What follows belongs to an exercise in optimizing a design on an open flow for small area; a production flow would make more cautious choices.
Function was checked by simulation only, so behaviour that the tests miss may differ from the original.
Power figures rest on the tool's default switching activity, not on a simulated workload.

[design/flow/flow/run.sh]
#!/bin/bash
set -uo pipefail
bash standard.sh \
  "BUFFER_PORTS_ARGS=-buffer_cell sky130_fd_sc_hd__buf_1" \
  "CTS_ARGS=-sink_clustering_enable -repair_clock_nets -dont_use_dummy_load -sink_clustering_size 10 -sink_clustering_max_diameter 40 -buf_list {sky130_fd_sc_hd__clkbuf_2 sky130_fd_sc_hd__clkbuf_4}" \
  finish > standard.log 2>&1
[design/flow/standard.sh]
#!/bin/bash
# synth_recipe.tcl (not shown) runs the flow's synth.tcl, then flattens the netlist and writes it again
# the make line also repeats each setting of config.mk as NAME=value (left out here)
make -C /OpenROAD-flow-scripts/flow DESIGN_CONFIG=/design/flow/config.mk WORK_HOME=/design/flow/orfs CLKGATE_MAP_FILE= SYNTH_SCRIPT=/design/flow/synth_recipe.tcl "${@:-finish}"
[design/flow/config.mk]
export PLATFORM = sky130hd
export DESIGN_NAME = issue_stage
export DESIGN_NICKNAME = issue_stage
export VERILOG_FILES = /design/flow/design.v
export SDC_FILE = /design/flow/constraint.sdc
export NUM_CORES = 4
export LEC_CHECK = 0
export CAP_MARGIN = 20
export CORE_MARGIN = 2
export CORE_UTILIZATION = 50
export SLEW_MARGIN = 20
[design/flow/constraint.sdc]
create_clock -name core_clock -period 5.5 [get_ports {clk}]
set_input_delay 1.1000 -clock core_clock [delete_from_list [all_inputs] [get_ports {clk}]]
set_output_delay 1.1000 -clock core_clock [all_outputs]
set_load 0.01 [all_outputs]
[design/flow/design.v]
module issue_stage (
  input  logic                      clk,
  input  logic                      rst_n,
  input  logic                      flush,
  input  logic                      push,
  input  logic [70:0]               in_pair0,
  input  logic [70:0]               in_pair1,
  input  logic                      load_valid,
  input  logic [5-1:0] load_dest,
  output logic                      full,
  output logic [70:0]               lane0,
  output logic [70:0]               lane1,
  output logic                      swapped
);
  logic [3:0][69:0] mem_e;   
  logic [3:0][69:0] mem_o;   
  logic [3:0] hd_e, hd_o;
  logic       hd_odd;
  logic [3:0] ln_e, ln_o;
  logic       ln_odd;
  logic [2:0] wr_ptr;
  logic [3:0] count;
  logic [1:0] lane_vld;
  logic [69:0] head_e, head_o, lane_e, lane_o;
  always_comb begin
    head_e = '1;
    head_o = '1;
    lane_e = '1;
    lane_o = '1;
    for (int k = 0; k < 4; k++) begin
      head_e = head_e & ~({70{hd_e[k]}} & mem_e[k]);
      head_o = head_o & ~({70{hd_o[k]}} & mem_o[k]);
      lane_e = lane_e & ~({70{ln_e[k]}} & mem_e[k]);
      lane_o = lane_o & ~({70{ln_o[k]}} & mem_o[k]);
    end
  end
  assign lane0 = {lane_vld[0], (ln_odd ^ swapped) ? lane_o : lane_e};
  assign lane1 = {lane_vld[1], (ln_odd ^ swapped) ? lane_e : lane_o};
  logic [5:0] op_e, op_o;
  logic [4:0] rs_e, rt_e, rs_o, rt_o, dest_e, dest_o;
  logic       rds_e, rdt_e, wr_e, br_e, mm_e;
  logic       rds_o, rdt_o, wr_o, br_o, mm_o;
  assign op_e = head_e[31:26];
  assign rs_e = head_e[25:21];
  assign rt_e = head_e[20:16];
  assign op_o = head_o[31:26];
  assign rs_o = head_o[25:21];
  assign rt_o = head_o[20:16];
  function automatic logic reads_rs(input logic [5:0] op);
    reads_rs = (op[5:4] == 2'b00 && op != 6'h00) || op[5:4] == 2'b01 ||
               op == 6'h20 || op == 6'h21 || op == 6'h30;
  endfunction
  function automatic logic reads_rt(input logic [5:0] op);
    reads_rt = (op[5:4] == 2'b00 && op != 6'h00) || op == 6'h21;
  endfunction
  function automatic logic writes(input logic [5:0] op);
    writes = (op[5:4] == 2'b00 && op != 6'h00) || op[5:4] == 2'b01 || op == 6'h20;
  endfunction
  function automatic logic is_branch(input logic [5:0] op);
    is_branch = op[5:4] == 2'b11 || op[5:1] == 5'b00110 || op[5:1] == 5'b01110;
  endfunction
  assign rds_e  = reads_rs(op_e);
  assign rdt_e  = reads_rt(op_e);
  assign wr_e   = writes(op_e);
  assign dest_e = (op_e[5:4] == 2'b00) ? head_e[15:11] : rt_e;
  assign br_e   = is_branch(op_e);
  assign mm_e   = op_e[5:4] == 2'b10;
  assign rds_o  = reads_rs(op_o);
  assign rdt_o  = reads_rt(op_o);
  assign wr_o   = writes(op_o);
  assign dest_o = (op_o[5:4] == 2'b00) ? head_o[15:11] : rt_o;
  assign br_o   = is_branch(op_o);
  assign mm_o   = op_o[5:4] == 2'b10;
  logic v0, v1, v_e, v_o;
  logic ld_e, ld_o, dep_oe, dep_eo;
  logic load_stall, pair_dep, conflict;
  logic mm0, br0, br1;
  logic iss0, iss1, swap;
  assign v0  = count != 4'd0;
  assign v1  = count > 4'd1;
  assign v_e = hd_odd ? v1 : v0;
  assign v_o = hd_odd ? v0 : v1;
  assign ld_e   = (rds_e && rs_e == load_dest) || (rdt_e && rt_e == load_dest);
  assign ld_o   = (rds_o && rs_o == load_dest) || (rdt_o && rt_o == load_dest);
  assign dep_oe = wr_e && ((rds_o && rs_o == dest_e) || (rdt_o && rt_o == dest_e));
  assign dep_eo = wr_o && ((rds_e && rs_e == dest_o) || (rdt_e && rt_e == dest_o));
  assign load_stall = load_valid && ((v_e && ld_e) || (v_o && ld_o));
  assign pair_dep   = hd_odd ? dep_eo : dep_oe;
  assign conflict   = (br_e && br_o) || (mm_e && mm_o);
  assign mm0        = hd_odd ? mm_o : mm_e;
  assign br0        = hd_odd ? br_o : br_e;
  assign br1        = hd_odd ? br_e : br_o;
  assign iss0 = v0 && !load_stall;
  assign iss1 = iss0 && v1 && !pair_dep && !conflict;
  assign swap = iss0 && (mm0 || (iss1 && !br0 && br1));
  logic [3:0] push_n, pop_n, count_nx;
  logic [2:0] wr_ptr_nx;
  logic       full_nx;
  logic       accept;
  logic       step_e, step_o;
  assign accept   = push && !full && !flush;
  assign push_n   = accept ? 4'(in_pair0[70]) + 4'(in_pair1[70]) : 4'd0;
  assign pop_n    = 4'(iss0) + 4'(iss1);
  assign count_nx = count + push_n - pop_n;
  assign step_e = iss1 || (iss0 && !hd_odd);
  assign step_o = iss1 || (iss0 && hd_odd);
  always_ff @(posedge clk) begin
    if (!rst_n || flush) begin
      hd_e     <= 4'b0001;
      hd_o     <= 4'b0001;
      hd_odd   <= 1'b0;
      wr_ptr   <= '0;
      count    <= '0;
      full     <= 1'b0;
      lane_vld <= 2'b00;
      swapped  <= 1'b0;
    end else begin
      if (step_e) hd_e <= {hd_e[2:0], hd_e[3]};
      if (step_o) hd_o <= {hd_o[2:0], hd_o[3]};
      hd_odd   <= hd_odd ^ (iss0 && !iss1);
      wr_ptr   <= wr_ptr_nx;
      count    <= count_nx;
      full     <= full_nx;
      lane_vld <= swap ? {iss0, iss1} : {iss1, iss0};
      swapped  <= swap;
    end
  end
  always_ff @(posedge clk) begin
    ln_e   <= hd_e;
    ln_o   <= hd_o;
    ln_odd <= hd_odd;
  end
  logic [3:0]  we_e, we_o, hold_e, hold_o;
  logic [3:0]  we_e_nx, we_o_nx;
  logic [69:0] wd_e, wd_o;
  assign wr_ptr_nx = (!rst_n || flush) ? 3'd0 : wr_ptr + push_n[2:0];
  assign full_nx   = (rst_n && !flush) && count_nx > 4'd6;
  always_comb begin
    for (int k = 0; k < 4; k++) begin
      we_e_nx[k] = !full_nx && 2'((wr_ptr_nx + 3'd1) >> 1) == 2'(k);
      we_o_nx[k] = !full_nx && wr_ptr_nx[2:1] == 2'(k);
    end
  end
  always_ff @(posedge clk) begin
    we_e   <= we_e_nx;
    we_o   <= we_o_nx;
    hold_e <= ~we_e_nx;
    hold_o <= ~we_o_nx;
  end
  assign wd_e = ~((!wr_ptr[0] && in_pair0[70]) ? in_pair0[69:0] : in_pair1[69:0]);
  assign wd_o = ~(( wr_ptr[0] && in_pair0[70]) ? in_pair0[69:0] : in_pair1[69:0]);
  always_ff @(posedge clk) begin
    for (int k = 0; k < 4; k++) begin
      mem_e[k] <= (mem_e[k] & {70{hold_e[k]}}) | (wd_e & {70{we_e[k]}});
      mem_o[k] <= (mem_o[k] & {70{hold_o[k]}}) | (wd_o & {70{we_o[k]}});
    end
  end
endmodule
==> impl_metrics.prom, run 1 <==
# TYPE chip_impl_metric gauge
chip_impl_metric{name="reg2reg_setup_slack",unit="ns"} 0.35
chip_impl_metric{name="final_layout_size_suffix_gt1_share",unit="%"} 6.86
chip_impl_metric{name="area_of_the_mapped_netlist",unit="um^2"} 25900
chip_impl_metric{name="ys_seq_elements",unit=""} 605
chip_impl_metric{name="power_switching_share",unit="%"} 44.2
chip_impl_metric{name="arrival",unit="ns"} 5.88
chip_impl_metric{name="grt_pass1_vias",unit=""} 23100
chip_impl_metric{name="placeableCoreArea",unit="um^2"} 51200
chip_impl_metric{name="critPathRequiredTime",unit="ns"} 6.23
chip_impl_metric{name="fmaxAchievable",unit="GHz"} 0.194
chip_impl_metric{name="ctsHtreeMaxLevel",unit=""} 3
chip_impl_metric{name="clockPowerShare",unit="%"} 14.3
chip_impl_metric{name="overflow",unit=""} 0
chip_impl_metric{name="rr_worst_depth",unit=""} 20
chip_impl_metric{name="powerDensity",unit="nW/um^2"} 564
chip_impl_info{name="post_synth_most_frequent_cells",value="605 x sky130_fd_sc_hd__dfxtp_1, 576 x sky130_fd_sc_hd__a22o_1, 355 x sky130_fd_sc_hd__a22oi_1, 214 x sky130_fd_sc_hd__clkbuf_1, 151 x sky130_fd_sc_hd__nand3_1"} 1
chip_impl_metric{name="layout-area-overhead-vs-synth",unit="%"} 8.47
chip_impl_metric{name="synth_warnings",unit=""} 1
chip_impl_info{name="clockRootBuffer",value="sky130_fd_sc_hd__clkbuf_4"} 1
chip_impl_info{name="post-synth-top-count-cell",value="sky130_fd_sc_hd__dfxtp_1"} 1
chip_impl_info{name="status",value="timing/DRC/antenna clean"} 1
chip_impl_metric{name="placedInstanceArea",unit="um^2"} 27400
chip_impl_metric{name="n_fill_cell",unit=""} 4648
chip_impl_metric{name="finish.net_count",unit=""} 2921
chip_impl_metric{name="syn_area_per_cell",unit="um^2"} 10.1
chip_impl_metric{name="antenna_violating_nets_post_route",unit=""} 0
chip_impl_info{name="synth_flop_cell",value="sky130_fd_sc_hd__dfxtp_1"} 1
chip_impl_metric{name="worst_skew_pair.late_latency",unit="ns"} 0.90
chip_impl_metric{name="ctsLongestPathBuffers",unit=""} 3
chip_impl_metric{name="timing_max_transition_violations_final",unit=""} 0
chip_impl_metric{name="fp.dieH",unit="um"} 232
chip_impl_metric{name="fin_util",unit="%"} 54.8
chip_impl_metric{name="net-switching-power",unit="mW"} 7.00
chip_impl_metric{name="maxSlewHeadroom",unit="%"} 22.0
chip_impl_info{name="setup_repair_after_global_routing_missed_its_margin",value="no"} 1
chip_impl_info{name="setup.worst_path.end",value="hold_o[0]"} 1
chip_impl_metric{name="initialDrtViolationCount",unit=""} 2159
chip_impl_metric{name="dieArea",unit="um^2"} 53600
chip_impl_info{name="critical_path.reg2reg.endpoint",value="hold_o[0]"} 1
chip_impl_info{name="setup.worst_path.start_class",value="flop"} 1
chip_impl_info{name="endpoint_kind",value="flop"} 1
chip_impl_info{name="timing.setup.critical_path_class",value="reg -> reg"} 1
chip_impl_metric{name="cts.clk_slew.worst_paths",unit="ns"} 0.10
chip_impl_metric{name="gpl.final_weighted_congestion",unit=""} 0.959
chip_impl_metric{name="skew",unit="ns"} 0.119
chip_impl_metric{name="post-route-period-util",unit="%"} 93.7
chip_impl_metric{name="cts_inserted_buffers",unit=""} 91
chip_impl_info{name="hp-class",value="reg -> reg"} 1
chip_impl_metric{name="ir_drop",unit="V"} 0.00118
chip_impl_metric{name="globalRouteTotalUtil",unit="%"} 34.3
chip_impl_metric{name="clock_sink_count",unit=""} 605
chip_impl_metric{name="timing.final.ws_setup",unit="ns"} 0.346
chip_impl_metric{name="worstMarginPinSlew",unit="ns"} 1.17
chip_impl_info{name="netlist.top_cell.by_area",value="sky130_fd_sc_hd__dfxtp_1"} 1
chip_impl_metric{name="synth_cells",unit=""} 2572
chip_impl_metric{name="finalHoldViolCount",unit=""} 0
chip_impl_metric{name="rows",unit=""} 83
chip_impl_metric{name="path_max_fanout",unit=""} 11
chip_impl_metric{name="drt_wl_total",unit="um"} 94400
chip_impl_metric{name="cts.repair_timing.setup_buffer_count",unit=""} 0
chip_impl_metric{name="leakagePower",unit="nW"} 11.5
chip_impl_metric{name="drt_wl_cell",unit="um"} 27.5
chip_impl_info{name="tritoncts",value="done"} 1
chip_impl_metric{name="initial_antenna_violation_count",unit=""} 2
chip_impl_info{name="crit-reg2reg-launch",value="hd_o[1]"} 1
chip_impl_metric{name="p_comb_share",unit="%"} 46.0
chip_impl_metric{name="grt_first_pass_wirelength",unit="um"} 142000
chip_impl_metric{name="tns",unit="ns"} 0
chip_impl_metric{name="vias_per_cell",unit=""} 6.82
chip_impl_metric{name="die_wd",unit="um"} 232
chip_impl_metric{name="drtPass1Iterations",unit=""} 8
chip_impl_metric{name="synth-edff-count",unit=""} 0
chip_impl_metric{name="layout_min_cycle_time",unit="ns"} 5.15
chip_impl_metric{name="synth_cell_types",unit=""} 64
chip_impl_metric{name="pin_count_of_the_biggest_net_entering_global_routing",unit=""} 141
chip_impl_metric{name="synth_nets",unit=""} 2737
chip_impl_metric{name="floorplan.initialDensity",unit="%"} 50.6
chip_impl_info{name="startpoint",value="hd_o[1]"} 1
chip_impl_metric{name="ys_async_sr_fraction",unit="%"} 0
chip_impl_metric{name="io_pins",unit=""} 296
chip_impl_metric{name="synth_seq_area_share",unit="%"} 46.8
chip_impl_metric{name="timing.max_cap.violations",unit=""} 0
chip_impl_metric{name="power_report.internal_total",unit="mW"} 8.84
chip_impl_metric{name="seq_power_share",unit="%"} 39.7
chip_impl_metric{name="io_buffer_count",unit=""} 295
chip_impl_info{name="post_synth_main_area_contributors",value="sky130_fd_sc_hd__dfxtp_1 47%, sky130_fd_sc_hd__a22o_1 19%, sky130_fd_sc_hd__a22oi_1 10%, sky130_fd_sc_hd__mux2i_1 5.8%, sky130_fd_sc_hd__clkbuf_1 3.1%"} 1
chip_impl_metric{name="drc",unit=""} 0
chip_impl_metric{name="finish.instance_area",unit="um^2"} 28100
chip_impl_metric{name="finalSetupViolations",unit=""} 0
chip_impl_metric{name="dr_total_vias",unit=""} 23400
chip_impl_metric{name="timing.hold.ws",unit="ns"} 0.430
chip_impl_metric{name="pre_cts_slack",unit="ns"} 0.0773
chip_impl_metric{name="synth_largest_type_area_fraction",unit="%"} 46.8
chip_impl_metric{name="hpwl",unit="um"} 57400
-- critical path, cell delays in order (launching register included) --
cell and delay, ns:
sky130_fd_sc_hd__dfxtp_1 0.45, sky130_fd_sc_hd__buf_4 0.26, sky130_fd_sc_hd__a22o_1 0.24, sky130_fd_sc_hd__a221oi_4 0.46, sky130_fd_sc_hd__xnor2_1 0.14, sky130_fd_sc_hd__nor4_1 0.24, sky130_fd_sc_hd__a22oi_1 0.19, sky130_fd_sc_hd__or3_1 0.34
sky130_fd_sc_hd__a21o_1 0.21, sky130_fd_sc_hd__nand4_1 0.12, sky130_fd_sc_hd__inv_1 0.07, sky130_fd_sc_hd__fa_1 0.52, sky130_fd_sc_hd__fa_1 0.40, sky130_fd_sc_hd__inv_1 0.07, sky130_fd_sc_hd__ha_1 0.16, sky130_fd_sc_hd__inv_1 0.06
sky130_fd_sc_hd__fa_1 0.53, sky130_fd_sc_hd__nor2_1 0.06, sky130_fd_sc_hd__a31o_2 0.29, sky130_fd_sc_hd__nor2_1 0.13, sky130_fd_sc_hd__o21ai_0 0.12
-- sequential cells by signal, summed over array words and instances (netlist names) --
name and cells:
count 4, full 1, hd_e 4, hd_o 4
hd_odd 1, hold_e 4, hold_o 4, lane_vld 2
ln_e 4, ln_o 4, ln_odd 1, mem_e 280
mem_o 280, swapped 1, we_e 4, we_o 4
wr_ptr 3
-- cell families after synthesis --
logic type	Yosys count	share of synthesized area (%)
buffers and inverters	285	4.38
AND/OR/NAND/NOR	339	6.10
multiplexers	151	5.84
AO/OA/AOI/OAI	1131	34.5
XOR/XNOR	48	1.62
flip-flops	605	46.8
adder cells (fa/ha/maj)	13	0.744
-- layer usage --
| layer | global-route usage (%) | vias up | share of wire (%) |
|---|---|---|---|
| li1 | - | 10300 | - |
| met1 | 46.8 | 11700 | 43 |
| met2 | 53.3 | 1187 | 45 |
| met3 | 7.06 | 195 | 8.9 |
| met4 | 13.3 | 2 | 3.2 |
| met5 | 0 | - | 0.016 |
-- what timing repair did --
| action | CTS | global route |
|---|---|---|
| endpoints found under the setup margin | 0 | 9 |
| gates resized for setup | 0 | 3 |
| hold buffers | 0 | 0 |
-- area by class of cell --
cell class              count  area (um^2)  share of cell area (%)
well taps                 680          851                    3.03
diodes                      2         5.00                  0.0178
flip-flops and latches    605        12100                    43.2
inverters                  27          101                   0.361
repair buffers            349         1600                    5.71
clock buffers              91          683                    2.43
multi-input cells        1682        12700                    45.2
-- power by group through the flow --
stage / combinational [mW] / clock, mW / sequential, mW
6_report: 7.29 / 2.26 / 6.29
4_1_cts: 7.22 / 2.31 / 6.26
2_1_floorplan: 4.85 / 0 / 5.88
3_3_place_gp: 7.12 / 0 / 6.31
5_1_grt: 7.86 / 2.47 / 6.39
3_5_place_dp: 7.20 / 0 / 6.35
-- cell usage in the layout (no fill, tap or decap), drive strengths merged, types with 21 or more instances in the layout --
cell type and count:
dfxtp 605, nand3 151, inv 27, a22o 576, mux2i 150, nand2 125, xnor2 24, o21ai 148
clkbuf 91, a22oi 357, nor2 21, xor2 24, buf 349
-- through the flow --
| step | power (mW) | std cells |
|---|---|---|
| after floorplan | 10.7 | 2572 |
| after global placement | 13.4 | 3343 |
| after detailed placement | 13.5 | 3343 |
| after CTS | 15.8 | 3434 |
| after global routing | 16.7 | 3436 |
| final | 15.8 | 3436 |
-- worst min-delay path by stage --
stage / endpoint / depth (start not counted) / start / slack [ns]
floorplan: ln_odd / 0 / hd_odd / 0.33
global placement: ln_o[3] / 0 / hd_o[3] / 0.45
detailed placement: ln_o[3] / 0 / hd_o[3] / 0.46
CTS: ln_o[3] / 0 / hd_o[3] / 0.41
global route: ln_o[3] / 0 / hd_o[3] / 0.41
finish: ln_o[3] / 0 / hd_o[3] / 0.43
==> run 2: changes to the inputs <==
--- a/design/flow/design.v
+++ b/design/flow/design.v
@@ -18,7 +18,9 @@
   logic       hd_odd;
   logic [3:0] ln_e, ln_o;
   logic       ln_odd;
-  logic [2:0] wr_ptr;
+  logic       ln_step_e, ln_step_o;
+  logic [3:0] wrow_o;
+  logic       wr_odd;
   logic [3:0] count;
   logic [1:0] lane_vld;
   logic [69:0] head_e, head_o, lane_e, lane_o;
@@ -94,22 +96,22 @@
   assign iss1 = iss0 && v1 && !pair_dep && !conflict;
   assign swap = iss0 && (mm0 || (iss1 && !br0 && br1));
   logic [3:0] push_n, pop_n, count_nx;
-  logic [2:0] wr_ptr_nx;
-  logic       full_nx;
   logic       accept;
-  logic       step_e, step_o;
+  logic       step_e, step_o, step_w;
   assign accept   = push && !full && !flush;
   assign push_n   = accept ? 4'(in_pair0[70]) + 4'(in_pair1[70]) : 4'd0;
   assign pop_n    = 4'(iss0) + 4'(iss1);
   assign count_nx = count + push_n - pop_n;
   assign step_e = iss1 || (iss0 && !hd_odd);
   assign step_o = iss1 || (iss0 && hd_odd);
+  assign step_w = push_n[1] || (push_n[0] && wr_odd);
   always_ff @(posedge clk) begin
     if (!rst_n || flush) begin
       hd_e     <= 4'b0001;
       hd_o     <= 4'b0001;
       hd_odd   <= 1'b0;
-      wr_ptr   <= '0;
+      wrow_o   <= 4'b0001;
+      wr_odd   <= 1'b0;
       count    <= '0;
       full     <= 1'b0;
       lane_vld <= 2'b00;
@@ -118,37 +120,34 @@
       if (step_e) hd_e <= {hd_e[2:0], hd_e[3]};
       if (step_o) hd_o <= {hd_o[2:0], hd_o[3]};
       hd_odd   <= hd_odd ^ (iss0 && !iss1);
-      wr_ptr   <= wr_ptr_nx;
+      if (step_w) wrow_o <= {wrow_o[2:0], wrow_o[3]};
+      wr_odd   <= wr_odd ^ push_n[0];
       count    <= count_nx;
-      full     <= full_nx;
+      full     <= count_nx > 4'd6;
       lane_vld <= swap ? {iss0, iss1} : {iss1, iss0};
       swapped  <= swap;
     end
   end
+  assign ln_e = ln_step_e ? {hd_e[0], hd_e[3:1]} : hd_e;
+  assign ln_o = ln_step_o ? {hd_o[0], hd_o[3:1]} : hd_o;
   always_ff @(posedge clk) begin
-    ln_e   <= hd_e;
-    ln_o   <= hd_o;
-    ln_odd <= hd_odd;
+    ln_step_e <= step_e;
+    ln_step_o <= step_o;
+    ln_odd    <= hd_odd;
   end
-  logic [3:0]  we_e, we_o, hold_e, hold_o;
-  logic [3:0]  we_e_nx, we_o_nx;
+  logic [3:0]  wrow_e, we_e, we_o, hold_e, hold_o;
   logic [69:0] wd_e, wd_o;
-  assign wr_ptr_nx = (!rst_n || flush) ? 3'd0 : wr_ptr + push_n[2:0];
-  assign full_nx   = (rst_n && !flush) && count_nx > 4'd6;
+  assign wrow_e = wr_odd ? {wrow_o[2:0], wrow_o[3]} : wrow_o;
   always_comb begin
     for (int k = 0; k < 4; k++) begin
-      we_e_nx[k] = !full_nx && 2'((wr_ptr_nx + 3'd1) >> 1) == 2'(k);
-      we_o_nx[k] = !full_nx && wr_ptr_nx[2:1] == 2'(k);
+      we_e[k]   = !full && wrow_e[k];
+      we_o[k]   = !full && wrow_o[k];
+      hold_e[k] = full || |(wrow_e & ~(4'b0001 << k));
+      hold_o[k] = full || |(wrow_o & ~(4'b0001 << k));
     end
   end
-  always_ff @(posedge clk) begin
-    we_e   <= we_e_nx;
-    we_o   <= we_o_nx;
-    hold_e <= ~we_e_nx;
-    hold_o <= ~we_o_nx;
-  end
-  assign wd_e = ~((!wr_ptr[0] && in_pair0[70]) ? in_pair0[69:0] : in_pair1[69:0]);
-  assign wd_o = ~(( wr_ptr[0] && in_pair0[70]) ? in_pair0[69:0] : in_pair1[69:0]);
+  assign wd_e = ~((!wr_odd && in_pair0[70]) ? in_pair0[69:0] : in_pair1[69:0]);
+  assign wd_o = ~(( wr_odd && in_pair0[70]) ? in_pair0[69:0] : in_pair1[69:0]);
   always_ff @(posedge clk) begin
     for (int k = 0; k < 4; k++) begin
       mem_e[k] <= (mem_e[k] & {70{hold_e[k]}}) | (wd_e & {70{we_e[k]}});
==> design/flow/flow/run.sh (replaced) <==
#!/bin/bash
set -uo pipefail
bash standard.sh \
  "BUFFER_PORTS_ARGS=-buffer_cell sky130_fd_sc_hd__buf_1" \
  "CTS_ARGS=-sink_clustering_enable -repair_clock_nets -dont_use_dummy_load -sink_clustering_size 10 -sink_clustering_max_diameter 40 -buf_list sky130_fd_sc_hd__clkbuf_4" \
  finish > standard.log 2>&1
--- a/design/flow/config.mk
+++ b/design/flow/config.mk
@@ -7,5 +7,5 @@
 export LEC_CHECK = 0
 export CAP_MARGIN = 20
 export CORE_MARGIN = 2
-export CORE_UTILIZATION = 50
+export CORE_UTILIZATION = 60
 export SLEW_MARGIN = 20
==> run 2 against run 1 <==
Still clean on timing, DRC and antenna. Clock-buffer cell count is 5 lower. Routed wire length is 5.8% lower. Sequential share of layout area is 0.69 points lower. Critical path depth is 2 lower. Global-route usage is 4.7 points higher. Clock power is 7% lower. Largest cell class unchanged. Largest power group unchanged.
==> impl_metrics.prom, run 2 <==
# TYPE chip_impl_metric gauge
chip_impl_metric{name="dr_total_vias",unit=""} 23800
chip_impl_info{name="timing.setup.critical_path_class",value="reg -> reg"} 1
chip_impl_metric{name="vias_per_cell",unit=""} 7.31
chip_impl_metric{name="drt_wl_cell",unit="um"} 27.3
chip_impl_metric{name="drt_wl_total",unit="um"} 89000
chip_impl_metric{name="synth_largest_type_area_fraction",unit="%"} 45.8
chip_impl_info{name="critical_path.reg2reg.endpoint",value="full"} 1
chip_impl_info{name="layout_commonest_cell",value="sky130_fd_sc_hd__dfxtp_1"} 1
chip_impl_metric{name="pin_count_of_the_biggest_net_entering_global_routing",unit=""} 141
chip_impl_metric{name="dieArea",unit="um^2"} 44200
chip_impl_metric{name="ctsLongestPathBuffers",unit=""} 3
chip_impl_metric{name="synth_cells",unit=""} 2545
chip_impl_metric{name="globalRouteTotalUtil",unit="%"} 39.0
chip_impl_info{name="tritoncts",value="done"} 1
chip_impl_metric{name="gpl.final_weighted_congestion",unit=""} 0.956
chip_impl_metric{name="arrival",unit="ns"} 5.72
chip_impl_metric{name="grt_pass1_vias",unit=""} 23200
chip_impl_metric{name="synth_compound_gate_area_share",unit="%"} 34.4
chip_impl_metric{name="post-route-period-util",unit="%"} 91.8
chip_impl_info{name="crit-reg2reg-launch",value="hd_e[0]"} 1
chip_impl_metric{name="synth_nets",unit=""} 2708
chip_impl_metric{name="timing_max_transition_violations_final",unit=""} 0
chip_impl_metric{name="ys_async_sr_fraction",unit="%"} 0
chip_impl_info{name="setup.worst_path.start_class",value="flop"} 1
chip_impl_metric{name="area_of_the_mapped_netlist",unit="um^2"} 25500
chip_impl_metric{name="route.met3.wl",unit="um"} 10500
chip_impl_metric{name="ctsHtreeMaxLevel",unit=""} 3
chip_impl_metric{name="io_pins",unit=""} 296
chip_impl_metric{name="timing.final.ws_setup",unit="ns"} 0.453
chip_impl_metric{name="cts.repair_timing.setup_buffer_count",unit=""} 0
chip_impl_metric{name="layout_min_cycle_time",unit="ns"} 5.05
chip_impl_metric{name="initialDrtViolationCount",unit=""} 2893
chip_impl_metric{name="ys_seq_elements",unit=""} 585
chip_impl_info{name="synth_flop_cell",value="sky130_fd_sc_hd__dfxtp_1"} 1
chip_impl_metric{name="worst_skew_pair.late_latency",unit="ns"} 0.83
chip_impl_metric{name="ir_drop",unit="V"} 0.000680
chip_impl_metric{name="grt_first_pass_wirelength",unit="um"} 135000
chip_impl_metric{name="worstMarginPinSlew",unit="ns"} 1.06
chip_impl_info{name="startpoint",value="hd_e[0]"} 1
chip_impl_metric{name="cts.clk_slew.worst_paths",unit="ns"} 0.10
chip_impl_metric{name="timing.max_cap.violations",unit=""} 0
chip_impl_metric{name="syn_area_per_cell",unit="um^2"} 10.0
chip_impl_metric{name="fp.dieH",unit="um"} 210
chip_impl_metric{name="io_buffer_count",unit=""} 295
chip_impl_metric{name="n_fill_cell",unit=""} 3423
chip_impl_info{name="endpoint_kind",value="flop"} 1
chip_impl_metric{name="cts_inserted_buffers",unit=""} 86
chip_impl_metric{name="placed_cells",unit=""} 3169
chip_impl_metric{name="xor_xnor_share_of_the_synthesized_area",unit="%"} 1.51
chip_impl_info{name="largest_family_of_logic_cells_by_synthesized_area",value="compound AO/OA/AOI/OAI gates"} 1
chip_impl_metric{name="finish.net_count",unit=""} 2882
chip_impl_info{name="setup.worst_path.end",value="full"} 1
chip_impl_metric{name="synth-edff-count",unit=""} 0
chip_impl_metric{name="clock_sink_count",unit=""} 585
chip_impl_metric{name="timing.hold.ws",unit="ns"} 0.469
chip_impl_metric{name="synth_warnings",unit=""} 1
chip_impl_metric{name="initial_antenna_violation_count",unit=""} 4
chip_impl_metric{name="power_switching_share",unit="%"} 45.2
chip_impl_metric{name="p_comb_share",unit="%"} 48.8
chip_impl_metric{name="hpwl",unit="um"} 54700
chip_impl_metric{name="synth_cell_types",unit=""} 57
chip_impl_metric{name="synthesized_area_fraction_occupied_by_and_or_nand_nor_cells",unit="%"} 6.42
chip_impl_metric{name="placeableCoreArea",unit="um^2"} 41900
chip_impl_metric{name="leakagePower",unit="nW"} 11.3
chip_impl_info{name="netlist.top_cell.by_area",value="sky130_fd_sc_hd__dfxtp_1"} 1
chip_impl_metric{name="reg2reg_setup_slack",unit="ns"} 0.45
chip_impl_metric{name="pre_cts_slack",unit="ns"} 0.516
chip_impl_metric{name="overflow",unit=""} 0
chip_impl_metric{name="routed-wl-met2",unit="um"} 39600
chip_impl_metric{name="floorplan.initialDensity",unit="%"} 60.9
chip_impl_metric{name="antenna_violating_nets_post_route",unit=""} 0
chip_impl_info{name="highest-signal-layer",value="met5"} 1
chip_impl_info{name="post_synth_main_area_contributors",value="sky130_fd_sc_hd__dfxtp_1 46%, sky130_fd_sc_hd__a22o_1 20%, sky130_fd_sc_hd__a22oi_1 10%, sky130_fd_sc_hd__mux2i_1 6.3%, sky130_fd_sc_hd__clkbuf_1 3.2%"} 1
chip_impl_metric{name="path_max_fanout",unit=""} 16
chip_impl_metric{name="drtPass1Iterations",unit=""} 6
chip_impl_info{name="post_synth_most_frequent_cells",value="585 x sky130_fd_sc_hd__dfxtp_1, 573 x sky130_fd_sc_hd__a22o_1, 349 x sky130_fd_sc_hd__a22oi_1, 216 x sky130_fd_sc_hd__clkbuf_1, 162 x sky130_fd_sc_hd__mux2i_1"} 1
chip_impl_info{name="post-synth-top-count-cell",value="sky130_fd_sc_hd__dfxtp_1"} 1
chip_impl_metric{name="synth_fa_ha_area_share",unit="%"} 0.627
chip_impl_info{name="setup_repair_after_global_routing_missed_its_margin",value="no"} 1
chip_impl_metric{name="synth_seq_area_share",unit="%"} 45.8
chip_impl_metric{name="rows",unit=""} 75
chip_impl_metric{name="seq_power_share",unit="%"} 37.6
chip_impl_metric{name="critPathMaxStageDelay",unit="ns"} 0.82
chip_impl_metric{name="clockPowerShare",unit="%"} 13.6
chip_impl_info{name="layout.cells.most_common_list",value="585 x sky130_fd_sc_hd__dfxtp_1, 573 x sky130_fd_sc_hd__a22o_1, 349 x sky130_fd_sc_hd__a22oi_1"} 1
chip_impl_metric{name="met1Wirelength",unit="um"} 35700
chip_impl_metric{name="synthMuxAreaShare",unit="%"} 6.75
chip_impl_info{name="worst_path_max_delay_cell",value="sky130_fd_sc_hd__dfxtp_1"} 1
chip_impl_metric{name="maxSlewHeadroom",unit="%"} 29.4
chip_impl_metric{name="die_wd",unit="um"} 210
chip_impl_metric{name="cts_hold_buf",unit=""} 0
chip_impl_metric{name="final_layout_size_suffix_gt1_share",unit="%"} 6.33
chip_impl_info{name="status",value="timing/DRC/antenna clean"} 1
chip_impl_info{name="reg.largest.list",value="mem_e: 280 flops, mem_o: 280 flops"} 1
chip_impl_metric{name="cts.repair.resized",unit=""} 0
chip_impl_metric{name="critPathRequiredTime",unit="ns"} 6.17
chip_impl_metric{name="powerDensity",unit="nW/um^2"} 562
chip_impl_metric{name="tns",unit="ns"} 0
chip_impl_metric{name="power_report.internal_total",unit="mW"} 8.47
chip_impl_metric{name="layout-area-overhead-vs-synth",unit="%"} 7.70
chip_impl_metric{name="drc",unit=""} 0
chip_impl_metric{name="finalSetupViolations",unit=""} 0
chip_impl_info{name="hp-class",value="reg -> reg"} 1
chip_impl_info{name="crit_chain",value="a22oi_2, a22oi_4, mux2i_1, xnor2_1, nor4_1, a22o_1, a21boi_1, nand3_1, inv_1, fa_1, fa_1, inv_1, ha_1, inv_1, fa_1, nor2_1, nand2_1, o22ai_1"} 1
chip_impl_metric{name="skew",unit="ns"} 0.0861
chip_impl_metric{name="finalHoldViolCount",unit=""} 0
chip_impl_info{name="clockRootBuffer",value="sky130_fd_sc_hd__clkbuf_4"} 1
chip_impl_metric{name="fmaxAchievable",unit="GHz"} 0.198
chip_impl_metric{name="final_cell_count_no_fill",unit=""} 3259
chip_impl_metric{name="net-switching-power",unit="mW"} 7.00
chip_impl_metric{name="fin_util",unit="%"} 65.6
chip_impl_metric{name="rr_worst_depth",unit=""} 18
## run 2: kinds of logic (layout without fill, tap and decap cells)
logic type	Yosys count	after routing
buffers and inverters	267	439
xor gates and xnor gates	44	44
other	0	3
DFF	585	585
and+or+nand+nor	350	350
AOI/OAI and AO/OA	1117	1117
muxes	171	171
adders and majority gates	11	11
## run 2: how the worst min path moves through the flow
stage | from | endpoint | slack [ns] | depth (start not counted)
global route | mem_e[188] | mem_e[188] | 0.48 | 1
detailed placement | mem_o[54] | mem_o[54] | 0.45 | 1
CTS | mem_e[188] | mem_e[188] | 0.47 | 1
finish | mem_e[188] | mem_e[188] | 0.47 | 1
floorplan | hd_odd | ln_odd | 0.33 | 0
global placement | mem_o[193] | mem_o[193] | 0.46 | 1
## run 2: power by group through the flow
stage                     clock network [mW]  logic (mW)  registers, mW
final                                   2.11        7.54           5.82
after global routing                    2.31        8.04           5.91
after CTS                               2.14        7.34           5.79
after detailed placement                   0        7.31           5.87
after global placement                     0        7.18           5.85
after floorplan                            0        4.87           5.64
## run 2: final cells by class
| type | count | area (um^2) | area share (%) |
|---|---|---|---|
| Inverter | 13 | 48.8 | 0.177 |
| Antenna cell | 3 | 7.51 | 0.0273 |
| Clock buffer | 86 | 646 | 2.35 |
| Tap cell | 539 | 674 | 2.45 |
| Multi-Input combinational cell | 1693 | 12900 | 46.7 |
| Sequential cell | 585 | 11700 | 42.6 |
| Timing Repair Buffer | 340 | 1580 | 5.73 |
## run 2: metal layers
| layer | up-vias | global-route usage, % |
|---|---|---|
| met2 | 1608 | 60.1 |
| li1 | 10300 | - |
| met1 | 11700 | 52.6 |
| met4 | 4 | 16.3 |
| met3 | 266 | 9.37 |
| met5 | - | 0 |
## run 2: stage by stage
stage,instance area (um^2),power [mW]
finish,27500,15.5
floorplan,25500,10.5
global route,27500,16.3
CTS,27500,15.3
detailed placement,26800,13.2
global placement,26800,13.0
## run 2: worst max-delay path: cells and delay by family, from the launching register on
family                     cells  cell delay (ns)
adders and majority gates      4             1.57
muxes                          1             0.36
DFF                            1             0.82
xor gates and xnor gates       1             0.17
buffers and inverters          3             0.25
AOI/OAI and AO/OA              5             1.33
and+or+nand+nor                4             0.40
==> run 3: changes to the inputs <==
--- a/design/flow/config.mk
+++ b/design/flow/config.mk
@@ -7,5 +7,5 @@
 export LEC_CHECK = 0
 export CAP_MARGIN = 20
 export CORE_MARGIN = 2
-export CORE_UTILIZATION = 60
+export CORE_UTILIZATION = 65
 export SLEW_MARGIN = 20
==> run 3 against run 2 <==
Still clean on timing, DRC and antenna. Final cell count decreased by 0.71%. Clock skew shrank 0.017 ns. Power fell by 0.55%. Worst setup slack lost 0.034 ns. Sequential power is essentially flat. First-iteration DRC count rose by 0.80%. Via count about the same. Synthesized area is the same. Core utilization is 5.2 points higher. Synthesized cell count is the same. Register-to-register slack worse by 0.03 ns. Hold slack better by 0.0053 ns. Critical endpoint unchanged.
==> impl_metrics.prom, run 3 <==
# TYPE chip_impl_metric gauge
chip_impl_metric{name="syn_area_per_cell",unit="um^2"} 10.0
chip_impl_info{name="netlist.top_cell.by_area",value="sky130_fd_sc_hd__dfxtp_1"} 1
chip_impl_metric{name="cts.repair_timing.setup_buffer_count",unit=""} 0
chip_impl_metric{name="synth_cell_types",unit=""} 57
chip_impl_info{name="setup_repair_after_global_routing_missed_its_margin",value="no"} 1
chip_impl_metric{name="cts.clk_slew.worst_paths",unit="ns"} 0.11
chip_impl_metric{name="drt_wl_total",unit="um"} 86500
chip_impl_metric{name="cts_hold_buf",unit=""} 0
chip_impl_metric{name="skew",unit="ns"} 0.0689
chip_impl_metric{name="worst_skew_pair.late_latency",unit="ns"} 0.83
chip_impl_metric{name="leakagePower",unit="nW"} 11.3
chip_impl_metric{name="drt_wl_cell",unit="um"} 26.7
chip_impl_metric{name="initialDrtViolationCount",unit=""} 2916
chip_impl_metric{name="die_wd",unit="um"} 202
chip_impl_info{name="post_synth_main_area_contributors",value="sky130_fd_sc_hd__dfxtp_1 46%, sky130_fd_sc_hd__a22o_1 20%, sky130_fd_sc_hd__a22oi_1 10%, sky130_fd_sc_hd__mux2i_1 6.3%, sky130_fd_sc_hd__clkbuf_1 3.2%"} 1
chip_impl_info{name="synth_flop_cell",value="sky130_fd_sc_hd__dfxtp_1"} 1
chip_impl_info{name="reg.largest.list",value="mem_e: 280 flops, mem_o: 280 flops"} 1
chip_impl_metric{name="io_pins",unit=""} 296
chip_impl_metric{name="io_buffer_count",unit=""} 295
chip_impl_metric{name="area_of_the_mapped_netlist",unit="um^2"} 25500
chip_impl_metric{name="ys_seq_elements",unit=""} 585
chip_impl_metric{name="critical_path_buf_inv_count",unit=""} 3
chip_impl_info{name="hp-class",value="reg -> reg"} 1
chip_impl_metric{name="dr_total_vias",unit=""} 23800
chip_impl_metric{name="powerDensity",unit="nW/um^2"} 561
chip_impl_metric{name="ctsHtreeMaxLevel",unit=""} 3
chip_impl_metric{name="timing.max_cap.violations",unit=""} 0
chip_impl_metric{name="grt_pass1_vias",unit=""} 23300
chip_impl_metric{name="floorplan.initialDensity",unit="%"} 66.0
chip_impl_info{name="worst_path_max_delay_cell",value="sky130_fd_sc_hd__dfxtp_1"} 1
chip_impl_metric{name="path_max_fanout",unit=""} 17
chip_impl_metric{name="synth-edff-count",unit=""} 0
chip_impl_metric{name="synth_cells",unit=""} 2545
chip_impl_metric{name="synth_largest_type_area_fraction",unit="%"} 45.8
chip_impl_metric{name="initial_antenna_violation_count",unit=""} 1
chip_impl_metric{name="arrival",unit="ns"} 5.80
chip_impl_metric{name="fmaxAchievable",unit="GHz"} 0.197
chip_impl_metric{name="ir_drop",unit="V"} 0.000354
chip_impl_metric{name="overflow",unit=""} 0
chip_impl_metric{name="fp.dieH",unit="um"} 202
chip_impl_metric{name="hpwl",unit="um"} 53000
chip_impl_info{name="clockRootBuffer",value="sky130_fd_sc_hd__clkbuf_4"} 1
chip_impl_metric{name="drc",unit=""} 0
chip_impl_metric{name="finish.instance_area",unit="um^2"} 27400
chip_impl_metric{name="rows",unit=""} 72
chip_impl_metric{name="maxSlewHeadroom",unit="%"} 21.9
chip_impl_metric{name="timing_max_transition_violations_final",unit=""} 0
chip_impl_metric{name="pin_count_of_the_biggest_net_entering_global_routing",unit=""} 141
chip_impl_metric{name="final_layout_size_suffix_gt1_share",unit="%"} 6.30
chip_impl_metric{name="globalRouteTotalUtil",unit="%"} 40.9
chip_impl_metric{name="synth_seq_area_share",unit="%"} 45.8
chip_impl_metric{name="ys_async_sr_fraction",unit="%"} 0
chip_impl_metric{name="finish.net_count",unit=""} 2881
chip_impl_metric{name="critPathRequiredTime",unit="ns"} 6.22
chip_impl_metric{name="synth_nets",unit=""} 2708
chip_impl_info{name="crit_chain",value="a22oi_2, a22oi_4, mux2i_1, xnor2_1, nor4_1, a22o_1, a21boi_1, nand3_1, inv_1, fa_1, fa_1, inv_1, ha_1, inv_1, fa_1, nor2_1, nand2_1, o22ai_1"} 1
chip_impl_metric{name="clock_sink_count",unit=""} 585
chip_impl_metric{name="tns",unit="ns"} 0
chip_impl_metric{name="placeableCoreArea",unit="um^2"} 38700
chip_impl_info{name="layout_commonest_cell",value="sky130_fd_sc_hd__dfxtp_1"} 1
chip_impl_info{name="post-synth-top-count-cell",value="sky130_fd_sc_hd__dfxtp_1"} 1
chip_impl_metric{name="layout-area-overhead-vs-synth",unit="%"} 7.40
chip_impl_metric{name="synth_warnings",unit=""} 1
chip_impl_metric{name="layout_min_cycle_time",unit="ns"} 5.08
chip_impl_metric{name="post-route-period-util",unit="%"} 92.4
chip_impl_metric{name="vias_per_cell",unit=""} 7.36
chip_impl_info{name="path_delay_family",value="adder cells"} 1
chip_impl_info{name="timing.setup.critical_path_class",value="reg -> reg"} 1
chip_impl_metric{name="dieArea",unit="um^2"} 40900
chip_impl_metric{name="finalSetupViolations",unit=""} 0
chip_impl_info{name="tritoncts",value="done"} 1
chip_impl_info{name="endpoint_kind",value="flop"} 1
chip_impl_metric{name="grt_first_pass_wirelength",unit="um"} 133000
chip_impl_metric{name="drtPass1Iterations",unit=""} 9
chip_impl_metric{name="finalHoldViolCount",unit=""} 0
chip_impl_metric{name="cts.repair.resized",unit=""} 0
chip_impl_info{name="layout.cells.most_common_list",value="585 x sky130_fd_sc_hd__dfxtp_1, 573 x sky130_fd_sc_hd__a22o_1, 349 x sky130_fd_sc_hd__a22oi_1"} 1
chip_impl_metric{name="gpl.final_weighted_congestion",unit=""} 0.913
chip_impl_info{name="post_synth_most_frequent_cells",value="585 x sky130_fd_sc_hd__dfxtp_1, 573 x sky130_fd_sc_hd__a22o_1, 349 x sky130_fd_sc_hd__a22oi_1, 216 x sky130_fd_sc_hd__clkbuf_1, 162 x sky130_fd_sc_hd__mux2i_1"} 1
chip_impl_info{name="status",value="timing/DRC/antenna clean"} 1
chip_impl_metric{name="cts_inserted_buffers",unit=""} 82
chip_impl_metric{name="placedInstanceArea",unit="um^2"} 26800
chip_impl_metric{name="worstMarginPinSlew",unit="ns"} 1.17
chip_impl_info{name="setup.worst_path.start_class",value="flop"} 1
chip_impl_metric{name="antenna_violating_nets_post_route",unit=""} 0
chip_impl_metric{name="critPathMaxStageDelay",unit="ns"} 0.85
chip_impl_metric{name="ctsLongestPathBuffers",unit=""} 3
[run 3: cell counts after synthesis]
No cell type changed its count.
[run 3: path summary, 6_finish.rpt]
kind	startpoint	end	slack, ns	cells after the start
setup reg to reg	hd_e[0]	full	0.42	18
hold / removal	mem_o[149]	mem_o[149]	0.47	1
hold reg to reg	mem_o[149]	mem_o[149]	0.47	1
setup / recovery	hd_e[0]	full	0.42	18
[run 3: worst reg2reg max path, delay by kind of cell, from the launching register on]
family | cells | cell delay, ns
adder cells (fa/ha/maj) | 4 | 1.50
AO/OA/AOI/OAI | 5 | 1.39
flip-flops | 1 | 0.85
AND/OR/NAND/NOR | 4 | 0.48
multiplexers | 1 | 0.39
buffers and inverters | 3 | 0.24
XOR/XNOR | 1 | 0.17
[run 3: area by class of cell]
cell class	count	area (um^2)
Inverter	13	48.8
Fill cell	3001	11300
Multi-Input combinational cell	1693	12800
Timing Repair Buffer	343	1570
Tap cell	518	648
Antenna cell	2	5.00
Sequential cell	585	11700
Clock buffer	82	616
[run 3: cell families (layout without fill, tap and decap cells)]
logic type	count (synthesis)	after routing	share of synthesized area, %
simple gates	350	350	6.42
other cells	0	2	0
flops	585	585	45.8
fa+ha+maj	11	11	0.627
mux	171	171	6.75
xor+xnor	44	44	1.51
compound gates	1117	1117	34.4
buf+inv	267	438	4.41
[run 3: layer usage]
metal / vias to the layer above / global-route usage, % / share of wire (%)
li1: 10200 / - / -
met1: 11600 / 55.3 / 40
met2: 1733 / 64.2 / 45
met3: 237 / 9.38 / 12
met4: 0 / 14.5 / 2.8
met5: - / 0 / 0
[run 3: metrics by stage]
stage          util (%)  hold slack [ns]  total power, mW  cells  worst slack (ns)
3_3_place_gp       69.2            0.456             12.9   3151             0.647
3_5_place_dp       69.2            0.455             13.1   3151             0.512
2_1_floorplan         -            0.329             10.5   2545              1.50
5_1_grt            70.8            0.487             16.1   3235             0.154
6_report           70.8            0.474             15.4   3236             0.419
4_1_cts            70.8            0.478             15.2   3233             0.494
[run 3: report_power, final]
group	internal (mW)	switching (mW)	total (mW)
clock network	0.685	1.41	2.10
logic	2.60	4.89	7.50
registers	5.16	0.639	5.79
total	8.44	6.94	15.4
==> run 4: changes to the inputs <==
--- a/design/flow/config.mk
+++ b/design/flow/config.mk
@@ -7,5 +7,5 @@
 export LEC_CHECK = 0
 export CAP_MARGIN = 20
 export CORE_MARGIN = 2
-export CORE_UTILIZATION = 65
+export CORE_UTILIZATION = 50
 export SLEW_MARGIN = 20
==> run 4 against run 3 <==
Still clean. Die area is 29% higher. Clock skew increased by 0.040 ns. Sequential cell count did not move. Register-to-register slack better by 0.21 ns. Largest power group unchanged. Highest routed layer is now met5.
==> impl_metrics.prom, run 4 <==
# TYPE chip_impl_metric gauge
chip_impl_metric{name="fp.dieH",unit="um"} 230
chip_impl_info{name="layout.cells.most_common_list",value="585 x sky130_fd_sc_hd__dfxtp_1, 573 x sky130_fd_sc_hd__a22o_1, 349 x sky130_fd_sc_hd__a22oi_1"} 1
chip_impl_metric{name="net-switching-power",unit="mW"} 7.01
chip_impl_info{name="crit_chain",value="a22oi_2, a22oi_4, mux2i_1, xnor2_1, nor4_1, a22o_1, a21boi_1, nand3_1, inv_1, fa_1, fa_1, inv_1, ha_1, inv_1, fa_1, nor2_1, nand2_1, o22ai_1"} 1
chip_impl_metric{name="drtPass1Iterations",unit=""} 6
chip_impl_metric{name="critical_path_buf_inv_count",unit=""} 3
chip_impl_info{name="post_synth_main_area_contributors",value="sky130_fd_sc_hd__dfxtp_1 46%, sky130_fd_sc_hd__a22o_1 20%, sky130_fd_sc_hd__a22oi_1 10%, sky130_fd_sc_hd__mux2i_1 6.3%, sky130_fd_sc_hd__clkbuf_1 3.2%"} 1
chip_impl_metric{name="clockPowerShare",unit="%"} 13.8
chip_impl_metric{name="clock_sink_count",unit=""} 585
chip_impl_metric{name="arrival",unit="ns"} 5.59
chip_impl_metric{name="ctsLongestPathBuffers",unit=""} 3
chip_impl_info{name="path_delay_family",value="adder cells"} 1
chip_impl_metric{name="floorplan.initialDensity",unit="%"} 50.8
chip_impl_metric{name="fmaxAchievable",unit="GHz"} 0.205
chip_impl_metric{name="overflow",unit=""} 0
chip_impl_metric{name="timing.max_cap.violations",unit=""} 0
chip_impl_metric{name="die_wd",unit="um"} 230
chip_impl_metric{name="worst_skew_pair.late_latency",unit="ns"} 0.86
chip_impl_metric{name="hpwl",unit="um"} 58200
chip_impl_metric{name="ctsHtreeMaxLevel",unit=""} 3
chip_impl_metric{name="drt_wl_total",unit="um"} 92400
chip_impl_metric{name="finish.instance_area",unit="um^2"} 27700
chip_impl_metric{name="cts_hold_buf",unit=""} 0
chip_impl_metric{name="post-route-period-util",unit="%"} 88.5
chip_impl_metric{name="critPathRequiredTime",unit="ns"} 6.22
chip_impl_info{name="timing.setup.critical_path_class",value="reg -> reg"} 1
chip_impl_metric{name="synth-edff-count",unit=""} 0
chip_impl_metric{name="io_pins",unit=""} 296
chip_impl_info{name="tritoncts",value="done"} 1
chip_impl_info{name="clockRootBuffer",value="sky130_fd_sc_hd__clkbuf_4"} 1
chip_impl_info{name="post-synth-top-count-cell",value="sky130_fd_sc_hd__dfxtp_1"} 1
chip_impl_metric{name="synth_largest_type_area_fraction",unit="%"} 45.8
chip_impl_metric{name="skew",unit="ns"} 0.109
chip_impl_metric{name="drc",unit=""} 0
chip_impl_metric{name="ys_async_sr_fraction",unit="%"} 0
chip_impl_info{name="status",value="timing/DRC/antenna clean"} 1
chip_impl_metric{name="ir_drop",unit="V"} 0.000258
chip_impl_info{name="reg.largest.list",value="mem_e: 280 flops, mem_o: 280 flops"} 1
chip_impl_metric{name="power_switching_share",unit="%"} 45.2
chip_impl_metric{name="io_buffer_count",unit=""} 295
chip_impl_metric{name="critPathMaxStageDelay",unit="ns"} 0.77
chip_impl_metric{name="synth_cells",unit=""} 2545
chip_impl_info{name="hp-class",value="reg -> reg"} 1
chip_impl_metric{name="finalSetupViolations",unit=""} 0
chip_impl_metric{name="final_cell_count_no_fill",unit=""} 3405
chip_impl_metric{name="cts.repair_timing.setup_buffer_count",unit=""} 0
chip_impl_metric{name="worstMarginPinSlew",unit="ns"} 1.13
chip_impl_metric{name="dieArea",unit="um^2"} 52900
chip_impl_metric{name="placeableCoreArea",unit="um^2"} 50300
chip_impl_metric{name="final_layout_size_suffix_gt1_share",unit="%"} 6.67
chip_impl_metric{name="path_max_fanout",unit=""} 15
chip_impl_metric{name="antenna_violating_nets_post_route",unit=""} 0
chip_impl_metric{name="grt_pass1_vias",unit=""} 22900
chip_impl_metric{name="cts_inserted_buffers",unit=""} 87
chip_impl_info{name="layout_commonest_cell",value="sky130_fd_sc_hd__dfxtp_1"} 1
chip_impl_info{name="synth_flop_cell",value="sky130_fd_sc_hd__dfxtp_1"} 1
chip_impl_metric{name="p_comb_share",unit="%"} 48.6
chip_impl_metric{name="initial_antenna_violation_count",unit=""} 3
chip_impl_metric{name="synth_seq_area_share",unit="%"} 45.8
chip_impl_metric{name="power_report.internal_total",unit="mW"} 8.49
chip_impl_metric{name="gpl.final_weighted_congestion",unit=""} 0.903
chip_impl_info{name="netlist.top_cell.by_area",value="sky130_fd_sc_hd__dfxtp_1"} 1
chip_impl_info{name="endpoint_kind",value="flop"} 1
chip_impl_metric{name="placedInstanceArea",unit="um^2"} 27100
chip_impl_metric{name="synth_warnings",unit=""} 1
chip_impl_metric{name="finalHoldViolCount",unit=""} 0
chip_impl_metric{name="placed_cells",unit=""} 3312
chip_impl_metric{name="ys_seq_elements",unit=""} 585
chip_impl_metric{name="drt_wl_cell",unit="um"} 27.1
chip_impl_info{name="setup_repair_after_global_routing_missed_its_margin",value="no"} 1
chip_impl_metric{name="cts.clk_slew.worst_paths",unit="ns"} 0.10
chip_impl_metric{name="area_of_the_mapped_netlist",unit="um^2"} 25500
chip_impl_metric{name="grt_first_pass_wirelength",unit="um"} 139000
chip_impl_info{name="post_synth_most_frequent_cells",value="585 x sky130_fd_sc_hd__dfxtp_1, 573 x sky130_fd_sc_hd__a22o_1, 349 x sky130_fd_sc_hd__a22oi_1, 216 x sky130_fd_sc_hd__clkbuf_1, 162 x sky130_fd_sc_hd__mux2i_1"} 1
chip_impl_metric{name="powerDensity",unit="nW/um^2"} 559
chip_impl_metric{name="synth_cell_types",unit=""} 57
chip_impl_metric{name="initialDrtViolationCount",unit=""} 2348
chip_impl_metric{name="leakagePower",unit="nW"} 11.3
chip_impl_metric{name="cts.repair.resized",unit=""} 0
chip_impl_metric{name="finish.net_count",unit=""} 2892
chip_impl_metric{name="dr_total_vias",unit=""} 23500
chip_impl_metric{name="timing_max_transition_violations_final",unit=""} 0
chip_impl_metric{name="pin_count_of_the_biggest_net_entering_global_routing",unit=""} 141
chip_impl_metric{name="layout-area-overhead-vs-synth",unit="%"} 8.50
chip_impl_metric{name="globalRouteTotalUtil",unit="%"} 33.7
chip_impl_metric{name="rows",unit=""} 82
chip_impl_metric{name="synth_nets",unit=""} 2708
chip_impl_metric{name="maxSlewHeadroom",unit="%"} 24.7
chip_impl_metric{name="seq_power_share",unit="%"} 37.6
chip_impl_metric{name="layout_min_cycle_time",unit="ns"} 4.87
chip_impl_metric{name="syn_area_per_cell",unit="um^2"} 10.0
chip_impl_info{name="worst_path_max_delay_cell",value="sky130_fd_sc_hd__dfxtp_1"} 1
chip_impl_metric{name="tns",unit="ns"} 0
chip_impl_info{name="setup.worst_path.start_class",value="flop"} 1
chip_impl_metric{name="vias_per_cell",unit=""} 6.90
run 4: cell counts after synthesis:
No cell type changed its count.
run 4: worst paths after layout:
kind,from,end,slack (ns),cells past startpoint
setup / recovery,hd_e[1],full,0.63,18
hold / removal,mem_e[64],mem_e[64],0.48,1
setup reg to reg,hd_e[1],full,0.63,18
hold reg to reg,mem_e[64],mem_e[64],0.48,1
run 4: cells by family (layout without fill, tap and decap cells):
family / count (synthesis) / count (layout) / share of synthesized area (%)
AOI/OAI and AO/OA: 1117 / 1117 / 34.4
xor gates and xnor gates: 44 / 44 / 1.51
adders and majority gates: 11 / 11 / 0.627
buffers and inverters: 267 / 449 / 4.41
DFF: 585 / 585 / 45.8
muxes: 171 / 171 / 6.75
other: 0 / 6 / 0
and+or+nand+nor: 350 / 350 / 6.42
run 4: through the flow:
step | utilization, % | total power, mW | worst slack (ns) | hold WS [ns]
floorplan | - | 10.5 | 1.50 | 0.329
global placement | 53.8 | 13.2 | 0.762 | 0.456
detailed placement | 53.8 | 13.3 | 0.679 | 0.455
CTS | 55.1 | 15.4 | 0.649 | 0.475
global route | 55.1 | 16.4 | 0.327 | 0.486
finish | 55.1 | 15.5 | 0.631 | 0.475
run 4: power by group through the flow:
stage	combinational, mW	clock (mW)	sequential (mW)
final	7.53	2.14	5.83
after global routing	8.09	2.35	5.91
after CTS	7.42	2.19	5.80
after detailed placement	7.38	0	5.88
after global placement	7.29	0	5.87
after floorplan	4.87	0	5.64
run 4: worst reg2reg max path, stage by stage, from the launching register on:
cell and delay, ns:
sky130_fd_sc_hd__dfxtp_1 0.77, sky130_fd_sc_hd__a22oi_2 0.16, sky130_fd_sc_hd__a22oi_4 0.41, sky130_fd_sc_hd__mux2i_1 0.38, sky130_fd_sc_hd__xnor2_1 0.17, sky130_fd_sc_hd__nor4_1 0.08, sky130_fd_sc_hd__a22o_1 0.27, sky130_fd_sc_hd__a21boi_1 0.32
sky130_fd_sc_hd__nand3_1 0.15, sky130_fd_sc_hd__inv_1 0.10, sky130_fd_sc_hd__fa_1 0.44, sky130_fd_sc_hd__fa_1 0.44, sky130_fd_sc_hd__inv_1 0.08, sky130_fd_sc_hd__ha_1 0.16, sky130_fd_sc_hd__inv_1 0.06, sky130_fd_sc_hd__fa_1 0.54
sky130_fd_sc_hd__nor2_1 0.06, sky130_fd_sc_hd__nand2_1 0.10, sky130_fd_sc_hd__o22ai_1 0.07
run 4: cell type report:
type | count | area (um^2)
multi-input cells | 1693 | 12800
repair buffers | 349 | 1600
fillers | 4590 | 22600
clock buffers | 87 | 653
diodes | 6 | 15.0
inverters | 13 | 48.8
well taps | 672 | 841
flip-flops and latches | 585 | 11700
run 4: per-layer routing:
metal  track usage (%)  wire length (um)  vias to the layer above
li1                  -                 -                    10300
met1              46.3             40200                    11700
met2              52.3             41100                     1317
met3              8.05              9000                      187
met4              10.4              2120                        2
met5                 0                 9                        -
==> run 5: changes to the inputs <==
--- a/design/flow/config.mk
+++ b/design/flow/config.mk
@@ -7,5 +7,5 @@
 export LEC_CHECK = 0
 export CAP_MARGIN = 20
 export CORE_MARGIN = 2
-export CORE_UTILIZATION = 50
+export CORE_UTILIZATION = 55
 export SLEW_MARGIN = 20
==> run 5 against run 4 <==
Combinational power barely moved. Synthesized area did not move. Sequential share of layout area rose by 0.23 points. Worst setup slack got worse by 0.029 ns. Non-clock buffer count fell by 6. Critical path type is now reg -> out.
==> impl_metrics.prom, run 5 <==
# TYPE chip_impl_metric gauge
chip_impl_metric{name="p_comb_share",unit="%"} 48.7
chip_impl_metric{name="hpwl",unit="um"} 55400
chip_impl_metric{name="post-route-period-util",unit="%"} 89.1
chip_impl_metric{name="initialDrtViolationCount",unit=""} 2579
chip_impl_metric{name="pre_cts_slack",unit="ns"} 0.716
chip_impl_metric{name="dieArea",unit="um^2"} 48200
chip_impl_metric{name="io_buffer_count",unit=""} 295
chip_impl_info{name="crit_chain",value="buf_4, mux2_2, buf_4, a22oi_1, nand3_1, o21ai_0, buf_1"} 1
chip_impl_metric{name="leakagePower",unit="nW"} 11.3
chip_impl_info{name="timing.setup.critical_path_class",value="reg -> out"} 1
chip_impl_metric{name="arrival",unit="ns"} 3.80
chip_impl_metric{name="cts_inserted_buffers",unit=""} 86
chip_impl_metric{name="ctsHtreeMaxLevel",unit=""} 3
chip_impl_metric{name="fin_util",unit="%"} 60.5
chip_impl_metric{name="fp.dieH",unit="um"} 220
chip_impl_metric{name="ir_drop",unit="V"} 0.00131
chip_impl_metric{name="cts.clk_slew.worst_paths",unit="ns"} 0.09
chip_impl_metric{name="cts.repair.resized",unit=""} 0
chip_impl_metric{name="ys_async_sr_fraction",unit="%"} 0
chip_impl_metric{name="layout_min_cycle_time",unit="ns"} 4.90
chip_impl_metric{name="critPathRequiredTime",unit="ns"} 4.40
chip_impl_metric{name="path_max_fanout",unit=""} 23
chip_impl_metric{name="maxSlewHeadroom",unit="%"} 28.2
chip_impl_info{name="layout.cells.most_common_list",value="585 x sky130_fd_sc_hd__dfxtp_1, 573 x sky130_fd_sc_hd__a22o_1, 349 x sky130_fd_sc_hd__a22oi_1"} 1
chip_impl_info{name="layout_commonest_cell",value="sky130_fd_sc_hd__dfxtp_1"} 1
chip_impl_info{name="status",value="timing/DRC/antenna clean"} 1
chip_impl_metric{name="clock_sink_count",unit=""} 585
chip_impl_metric{name="synth_seq_area_share",unit="%"} 45.8
chip_impl_metric{name="floorplan.initialDensity",unit="%"} 56.1
chip_impl_metric{name="synth-edff-count",unit=""} 0
chip_impl_metric{name="synth_cell_types",unit=""} 57
chip_impl_metric{name="finalHoldViolCount",unit=""} 0
chip_impl_metric{name="syn_area_per_cell",unit="um^2"} 10.0
chip_impl_metric{name="cts.repair_timing.setup_buffer_count",unit=""} 0
run 5: cell counts after synthesis:
Identical to the previous run, type by type.
run 5: kinds of logic after synthesis:
family                     Yosys count  share of synthesized area [%]
muxes                              171                           6.75
AOI/OAI and AO/OA                 1117                           34.4
xor gates and xnor gates            44                           1.51
DFF                                585                           45.8
adders and majority gates           11                          0.627
and+or+nand+nor                    350                           6.42
buffers and inverters              267                           4.41
run 5: worst register-to-register path, cell delays in order, from the launching register on:
cell                        delay (ns)
sky130_fd_sc_hd__dfxtp_1          0.59
sky130_fd_sc_hd__buf_4            0.34
sky130_fd_sc_hd__a22o_1           0.25
sky130_fd_sc_hd__nor2_1           0.09
sky130_fd_sc_hd__a211o_1          0.26
sky130_fd_sc_hd__a22o_1           0.22
sky130_fd_sc_hd__nor4_1           0.37
sky130_fd_sc_hd__a2bb2oi_1        0.16
sky130_fd_sc_hd__a21boi_1         0.21
sky130_fd_sc_hd__nand3_1          0.15
sky130_fd_sc_hd__inv_1            0.07
sky130_fd_sc_hd__fa_1             0.52
sky130_fd_sc_hd__fa_1             0.41
sky130_fd_sc_hd__inv_1            0.07
sky130_fd_sc_hd__ha_1             0.16
sky130_fd_sc_hd__inv_1            0.06
sky130_fd_sc_hd__fa_1             0.53
sky130_fd_sc_hd__nor2_1           0.05
sky130_fd_sc_hd__nand2_1          0.10
sky130_fd_sc_hd__o22ai_1          0.07
run 5: routing by layer:
| layer | track usage, % | part of all wire (%) |
|---|---|---|
| met5 | 0 | 0.014 |
| met1 | 50.4 | 43 |
| met2 | 55.7 | 44 |
| met3 | 7.95 | 9.9 |
| met4 | 13.0 | 2.8 |
run 5: path summary, 6_finish.rpt:
path	slack, ns	startpoint	cells after the start	endpoint
max	0.60	hd_e[0]	7	lane1[21]
min	0.47	mem_o[148]	1	mem_o[148]
max reg2reg	0.67	hd_e[0]	19	full
min reg2reg	0.47	mem_o[148]	1	mem_o[148]
run 5: cell type report:
type                    count  area, um^2  share of cell area [%]
clock buffers              86         646                    2.34
repair buffers            343        1560                    5.64
multi-input cells        1693       12900                    46.6
diodes                      2        5.00                  0.0182
flip-flops and latches    585       11700                    42.5
well taps                 600         751                    2.72
inverters                  13        48.8                   0.177
run 5: power by group through the flow:
stage	Combinational (mW)	Sequential (mW)	Clock, mW
2_1_floorplan	4.87	5.64	0
3_3_place_gp	7.30	5.85	0
3_5_place_dp	7.38	5.86	0
4_1_cts	7.41	5.78	2.15
5_1_grt	8.07	5.90	2.32
6_report	7.54	5.81	2.13
run 5: metrics by stage:
stage / area, um^2 / power [mW] / hold WS (ns)
after floorplan: 25500 / 10.5 / 0.329
after global placement: 26900 / 13.2 / 0.456
after detailed placement: 26900 / 13.2 / 0.455
after CTS: 27600 / 15.3 / 0.476
after global routing: 27600 / 16.3 / 0.485
final: 27600 / 15.5 / 0.475

-- static timing again, ports no longer ideal --
In the flow no input, the clock included, has a driving cell. The finished layouts below were timed again as built, in two steps.
Step 1, drivers: a clkbuf_16 drives clk and a buf_2 each remaining input, both assumed.
Step 2 moves the port delays by t, midway between the first and last clock arrival at a register: inputs arrive t later, outputs are due t later. That takes back most of the time a late clock gives input paths.
a / b / c = ideal / step 1 / step 2; a / b = the first two.
run | t (ns) | slack for setup (ns) | hold slack, ns
run 1 | 0.897 | 0.346 / 0.346 / 0.043 | 0.430 / 0.430 / 0.430
run 2 | 0.854 | 0.453 / 0.453 / 0.453 | 0.469 / 0.469 / 0.469
run 3 | 0.844 | 0.419 / 0.419 / 0.419 | 0.474 / 0.474 / 0.474
run 4 | 0.881 | 0.631 / 0.631 / 0.631 | 0.475 / 0.475 / 0.475
run 5 | 0.883 | 0.602 / 0.544 / 0.671 | 0.475 / 0.475 / 0.475
After both steps every run listed still meets setup and hold. For run 1, which loses most, drivers alone change the setup slack by 0.000 ns; drivers and shift together by -0.303 ns.
